Context: an optimization exercise on an open-source flow, tuned for a short achievable clock period and few clock cycles per item. The choices shown serve that exercise and are no tape-out recipe. Only simulation tests tie the RTL to the original design; equivalence was not proved. Power figures rest on the tool's default switching activity, not on a simulated workload.

## avc_sps_header_parser
module avc_sps_header_parser
(
    input  logic          clk,
    input  logic          rst_n,
    input  logic          in_valid,
    output logic          in_ready,
    input  logic [7:0]    in_data_byte,
    input  logic          in_last_byte,
    output logic          out_valid,
    input  logic          out_ready,
    output logic [2:0]    out_status,
    output logic [7:0]    out_profile,
    output logic [7:0]    out_compat,
    output logic [7:0]    out_level,
    output logic [2:0]    out_nal_length_size,
    output logic [7:0]    out_ref_frames,
    output logic [15:0]   out_pixel_width,
    output logic [15:0]   out_pixel_height
);
    logic [8:0]  iq0, iq1;
    logic        iq_wp, iq_rp;
    logic [1:0]  iq_cnt, iq_cnt_next;
    logic        in_ready_r;
    logic        push, pop;
    logic [8:0]  head;
    logic        head_v, hd_last;
    logic [7:0]  hd;
    assign in_ready = in_ready_r;
    assign push     = in_valid && in_ready_r;
    assign head     = iq_rp ? iq1 : iq0;
    assign head_v   = (iq_cnt != 2'd0);
    assign hd       = head[7:0];
    assign hd_last  = head[8];
    assign iq_cnt_next = iq_cnt + {1'b0, push} - {1'b0, pop};
    always_ff @(posedge clk)
    begin
        if (push && !iq_wp)
            iq0 <= {in_last_byte, in_data_byte};
        if (push && iq_wp)
            iq1 <= {in_last_byte, in_data_byte};
    end
    always_ff @(posedge clk or negedge rst_n)
    begin
        if (!rst_n)
        begin
            iq_wp  <= 1'b0;
            iq_rp  <= 1'b0;
            iq_cnt <= 2'd0;
        end
        else
        begin
            iq_wp  <= iq_wp ^ push;
            iq_rp  <= iq_rp ^ pop;
            iq_cnt <= iq_cnt_next;
        end
    end
    always_ff @(posedge clk)
        in_ready_r <= (iq_cnt_next != 2'd2);
    logic [3:0]  hidx;                  
    logic [7:0]  prof_r, compat_r, level_r;
    logic [2:0]  nal_r;
    logic        pdone;                 
    logic        res_ready;             
    logic        rec_end;               
  ...
Size in the first run: roughly 1100 flip-flops, roughly 85 I/O pins, roughly 0.055 sq mm of cells after synthesis.
Settings: LEC_CHECK=0, CAP_MARGIN=80, CORE_MARGIN=2, CORE_UTILIZATION=35, SLEW_MARGIN=80; clock period 20.0 ns.
standard.sh (not shown) runs the stock make flow with config.mk's settings and CLKGATE_MAP_FILE= SYNTH_SCRIPT=/design/flow/synth_recipe.tcl, a recipe that flattens the netlist after the stock synthesis.
==> flow/flow/run.sh <==
#!/bin/bash
set -euo pipefail
bash standard.sh SETUP_SLACK_MARGIN=15.8 finish > flow_make.log 2>&1
Testbench counts at the start, summed over its fixed seeds: cycles 13,848, items 384.
Change:
--- a/flow/design.v
+++ b/flow/design.v
@@ -65,21 +65,21 @@
 );
     logic [8:0]  iq0, iq1;
     logic        iq_wp, iq_rp;
     logic [1:0]  iq_cnt, iq_cnt_next;
     logic        in_ready_r;
     logic        push, pop;
     logic [8:0]  head;
     logic        head_v, hd_last;
     logic [7:0]  hd;
     assign in_ready = in_ready_r;
-    assign push     = in_valid && in_ready_r;
+    assign push     = in_valid && (iq_cnt != 2'd2);
     assign head     = iq_rp ? iq1 : iq0;
     assign head_v   = (iq_cnt != 2'd0);
     assign hd       = head[7:0];
     assign hd_last  = head[8];
     assign iq_cnt_next = iq_cnt + {1'b0, push} - {1'b0, pop};
     always_ff @(posedge clk)
     begin
         if (push && !iq_wp)
             iq0 <= {in_last_byte, in_data_byte};
         if (push && iq_wp)
@@ -735,30 +735,24 @@
                     out_valid_r <= 1'b0;
             end
             else
                 out_valid_r <= ob_v || emit;
             if (ob_v)
                 ob_v <= out_valid_r;
             else
                 ob_v <= emit && out_valid_r;
         end
     end
-    logic out_valid_q;
-    always_ff @(posedge clk or negedge rst_n)
-    begin
-        if (!rst_n)
-            out_valid_q <= 1'b0;
-        else if (out_valid_q)
-            out_valid_q <= !out_ready;
-        else
-            out_valid_q <= ob_v || emit;
-    end
+    logic out_valid_q, out_valid_n;
+    assign out_valid_n = out_valid_r ? !out_ready : (ob_v || emit);
+    always_ff @(posedge clk)
+        out_valid_q <= out_valid_n;
     always_comb
     begin
         on_status = ~oa_status;
         on_prof   = ~oa_prof;
         on_compat = ~oa_compat;
         on_level  = ~oa_level;
         on_nal    = ~oa_nal;
         on_ref    = ~oa_ref;
         on_w      = ~oa_w;
         on_h      = ~oa_h;
The new run went through all stages and came out clean. Via count is lower by 1.0%. Sequential power is lower by about 10%. Final cell count is about the same. Wire length is lower by about 1.8%. Total power is lower by 14%. Critical path depth is unchanged.
Testbench counts after the change, summed over its fixed seeds: cycles 13,848, items 384.

## red
avc_sps_header_parser, a different RTL version from the one above (not shown whole).
For scale: about 990 flip-flops, roughly 85 I/O pins, ~0.051 mm2 of cells after synthesis.
==> flow/config.mk <==
export PLATFORM = sky130hd
export DESIGN_NAME = avc_sps_header_parser
export DESIGN_NICKNAME = avc_sps_header_parser
export VERILOG_FILES = /design/flow/design.v
export SDC_FILE = /design/flow/constraint.sdc
export NUM_CORES = 4
export LEC_CHECK = 0
export CAP_MARGIN = 80
export CORE_MARGIN = 2
export CORE_UTILIZATION = 35
export SLEW_MARGIN = 80
==> flow/constraint.sdc <==
create_clock -name core_clock -period 20.0 [get_ports {clk}]
set_input_delay 4.0000 -clock core_clock [delete_from_list [all_inputs] [get_ports {clk}]]
set_output_delay 4.0000 -clock core_clock [all_outputs]
set_load 0.01 [all_outputs]
==> flow/flow/run.sh <==
#!/bin/bash
set -euo pipefail
bash standard.sh SETUP_SLACK_MARGIN=15.2 finish > flow_make.log 2>&1
Testbench counts of red, summed over its fixed seeds: cycles 13,848, items 384.
For blue, these inputs were changed with respect to red:
diff --git a/flow/design.v b/flow/design.v
--- a/flow/design.v
+++ b/flow/design.v
@@ -69,13 +69,13 @@
     logic        in_ready_r;
     logic        push, pop;
     logic [8:0]  head;
     logic        head_v, hd_last;
     logic [7:0]  hd;
     assign in_ready = in_ready_r;
-    assign push     = in_valid && in_ready_r;
+    assign push     = in_valid && (iq_cnt != 2'd2);
     assign head     = iq_rp ? iq1 : iq0;
     assign head_v   = (iq_cnt != 2'd0);
     assign hd       = head[7:0];
     assign hd_last  = head[8];
     assign iq_cnt_next = iq_cnt + {1'b0, push} - {1'b0, pop};
     always_ff @(posedge clk)
@@ -141,27 +141,27 @@
     logic [31:0] vb_acc;
     logic [31:0] codeval;
     logic [7:0]  ref_r;
     logic [31:0] wc_r, hc_r;            
     logic [31:0] cl_r, cr_r, ct_r, cb_r;
     logic        fin1, fin2, fin3, fin4;
-    logic [32:0] sw_r, sh_r;
-    logic [37:0] fw_r, fh_r;
+    logic [37:0] sw_r, sh_r;            
+    logic [37:0] fw_r, fh_r;            
     logic [38:0] dw_r, dh_r;
     logic [7:0]  ref_o;
     logic [15:0] wid_o, hei_o;
     logic        out_valid_r, ob_v;
     logic [2:0]  ob_status;
     logic [7:0]  ob_prof, ob_compat, ob_level, ob_ref;
     logic [2:0]  ob_nal;
     logic [15:0] ob_w, ob_h;
     logic [2:0]  oa_status;
     logic [7:0]  oa_prof, oa_compat, oa_level, oa_ref;
     logic [2:0]  oa_nal;
     logic [15:0] oa_w, oa_h;
-    logic        is_hdr, wr_sps, emit, emit_now, emit_end, a_free, first;
+    logic        is_hdr, wr_sps, emit, emit_now, emit_end, first;
     logic        hi_r, loop2_r;
     function automatic logic high_profile;
         input logic [7:0] p;
         high_profile = (p == 8'd100) || (p == 8'd110) || (p == 8'd122) || (p == 8'd244) ||
                (p == 8'd44) || (p == 8'd83) || (p == 8'd86) || (p == 8'd118);
     endfunction
@@ -595,16 +595,16 @@
         end
         if (emit || pclr)
         begin
             chroma_r <= 2'd1;
             sep_r    <= 1'b0;
             fonly_r  <= 1'b0;
-            cl_r     <= 32'd0;
-            cr_r     <= 32'd0;
-            ct_r     <= 32'd0;
-            cb_r     <= 32'd0;
+            cl_r     <= 32'd1;
+            cr_r     <= 32'd1;
+            ct_r     <= 32'd1;
+            cb_r     <= 32'd1;
             ref_o    <= 8'd0;
             wid_o    <= 16'd0;
             hei_o    <= 16'd0;
         end
         if (pop && is_hdr)
         begin
@@ -662,30 +662,30 @@
                     loop_r  <= codeval;
                     loop2_r <= (codeval == 32'd2);
                 end
                 D_REF:  ref_r  <= (codeval > 32'd256) ? 8'd255 : 8'(codeval - 32'd1);
                 D_W:    wc_r   <= codeval;
                 D_H:    hc_r   <= codeval;
-                D_CL:   cl_r   <= codeval - 32'd1;
-                D_CR:   cr_r   <= codeval - 32'd1;
-                D_CT:   ct_r   <= codeval - 32'd1;
-                D_CB:   cb_r   <= codeval - 32'd1;
+                D_CL:   cl_r   <= codeval;
+                D_CR:   cr_r   <= codeval;
+                D_CT:   ct_r   <= codeval;
+                D_CB:   cb_r   <= codeval;
                 default: ;
             endcase
         end
         if (fin2)
         begin
-            sw_r <= {1'b0, cl_r} + {1'b0, cr_r};
-            sh_r <= {1'b0, ct_r} + {1'b0, cb_r};
-            fw_r <= {2'b00, wc_r, 4'b0000};
-            fh_r <= fonly_r ? {2'b00, hc_r, 4'b0000} : {1'b0, hc_r, 5'b00000};
+            sw_r <= ({5'd0, cl_r + {1'b0, cr_r}}) << ux2;
+            sh_r <= ({5'd0, ct_r + {1'b0, cb_r}}) << sy;
+            fw_r <= {2'b00, wc_r, (ux2 ? 4'b0100 : 4'b0010)};
+            fh_r <= fonly_r ? {2'b00, hc_r, 4'b0010 << sy} : {1'b0, hc_r, 1'b0, 4'b0010 << sy};
         end
         if (fin3)
         begin
-            dw_r <= {1'b0, fw_r} - (ux2 ? {5'd0, sw_r, 1'b0} : {6'd0, sw_r});
-            dh_r <= {1'b0, fh_r} - ({6'd0, sh_r} << sy);
+            dw_r <= {1'b0, fw_r} - {1'b0, sw_r};
+            dh_r <= {1'b0, fh_r} - {1'b0, sh_r};
         end
         if (fin4 && !emit)
         begin
             if (bad_size)
                 st_r <= STS_BAD_SIZE;
             else
@@ -709,33 +709,37 @@
             sy = fonly_r ? 2'd1 : 2'd2;
         else
             sy = fonly_r ? 2'd0 : 2'd1;
         bad_size = dw_r[38] || (dw_r[37:0] == 38'd0) || (dw_r[37:16] != 22'd0) ||
                    dh_r[38] || (dh_r[37:0] == 38'd0) || (dh_r[37:16] != 22'd0);
     end
-    assign a_free = !out_valid_r || out_ready;
     always_ff @(posedge clk or negedge rst_n)
     begin
         if (!rst_n)
         begin
             out_valid_r <= 1'b0;
             ob_v        <= 1'b0;
         end
         else
         begin
-            if (a_free)
+            if (out_valid_r)
+            begin
+                if (out_ready)
+                    out_valid_r <= 1'b0;
+            end
+            else
                 out_valid_r <= ob_v || emit;
             if (ob_v)
-                ob_v <= !a_free;
+                ob_v <= out_valid_r;
             else
-                ob_v <= emit && !a_free;
+                ob_v <= emit && out_valid_r;
         end
     end
     always_ff @(posedge clk)
     begin
-        if (a_free)
+        if (!out_valid_r)
         begin
             if (ob_v)
             begin
                 oa_status <= ob_status;
                 oa_prof   <= ob_prof;
                 oa_compat <= ob_compat;
@@ -754,13 +758,13 @@
                 oa_nal    <= e_nal;
                 oa_ref    <= ref_o;
                 oa_w      <= wid_o;
                 oa_h      <= hei_o;
             end
         end
-        if (!ob_v && !a_free)
+        if (!ob_v && out_valid_r)
         begin
             ob_status <= st_r;
             ob_prof   <= e_prof;
             ob_compat <= e_compat;
             ob_level  <= e_level;
             ob_nal    <= e_nal;
==> comparison <==
- Compared to red, blue has extra flip-flops.
- Taking red as the reference, in blue leakage power has increased, switching share of power +1.4 points, combinational power +about 32%, multiplexer fraction of the synthesized cell area has decreased.
- [diff] post-route worst setup slack, blue relative to red: improvement
- Comparing blue and red, worst hold-check slack is higher on blue.
- Summary — via count, blue relative to red: higher, by about 3.7%.
- Clock power delta (blue − red): unfavourable
- Summary of blue over red: count of cells along the worst register-to-register path now sits lower; design area up 0.0011 mm2; CTS sink count went up by about 1.1%; fraction of power consumed by the clock network dropped 3.1 points.
Testbench counts of blue, summed over its fixed seeds: cycles 13,848, items 384.

## static timing again, ports no longer ideal
How much do the figures lean on ideal ports? The routed layouts below were timed once more, with nothing changed but the port constraints.
Step 1: set_driving_cell puts a clkbuf_16 on clk and a buf_2 on each other input, an assumption about the parent block.
Step 2 also shifts input and output timing later by t, the mid clock arrival at the registers, as if the neighbouring blocks saw the same clock.
a / b / c = ideal ports / drivers / drivers and shift; a / b = the first two.
run | shift t [ns] | setup WS [ns] | worst slew at a driven data input, ns
the first run of note 1 | 0.802 | 14.715 / 14.642 / 14.950 | 0.04
the second run of note 1 | 0.795 | 14.804 / 14.729 / 14.922 | 0.06
red | 0.781 | 14.630 / 14.551 / 14.489 | 0.04
blue | 0.772 | 14.697 / 14.618 / 14.711 | 0.05
After both steps setup and hold are still met in every run listed. The setup slack of red, which loses most, moves by -0.079 ns with the drivers and by -0.141 ns with both steps.
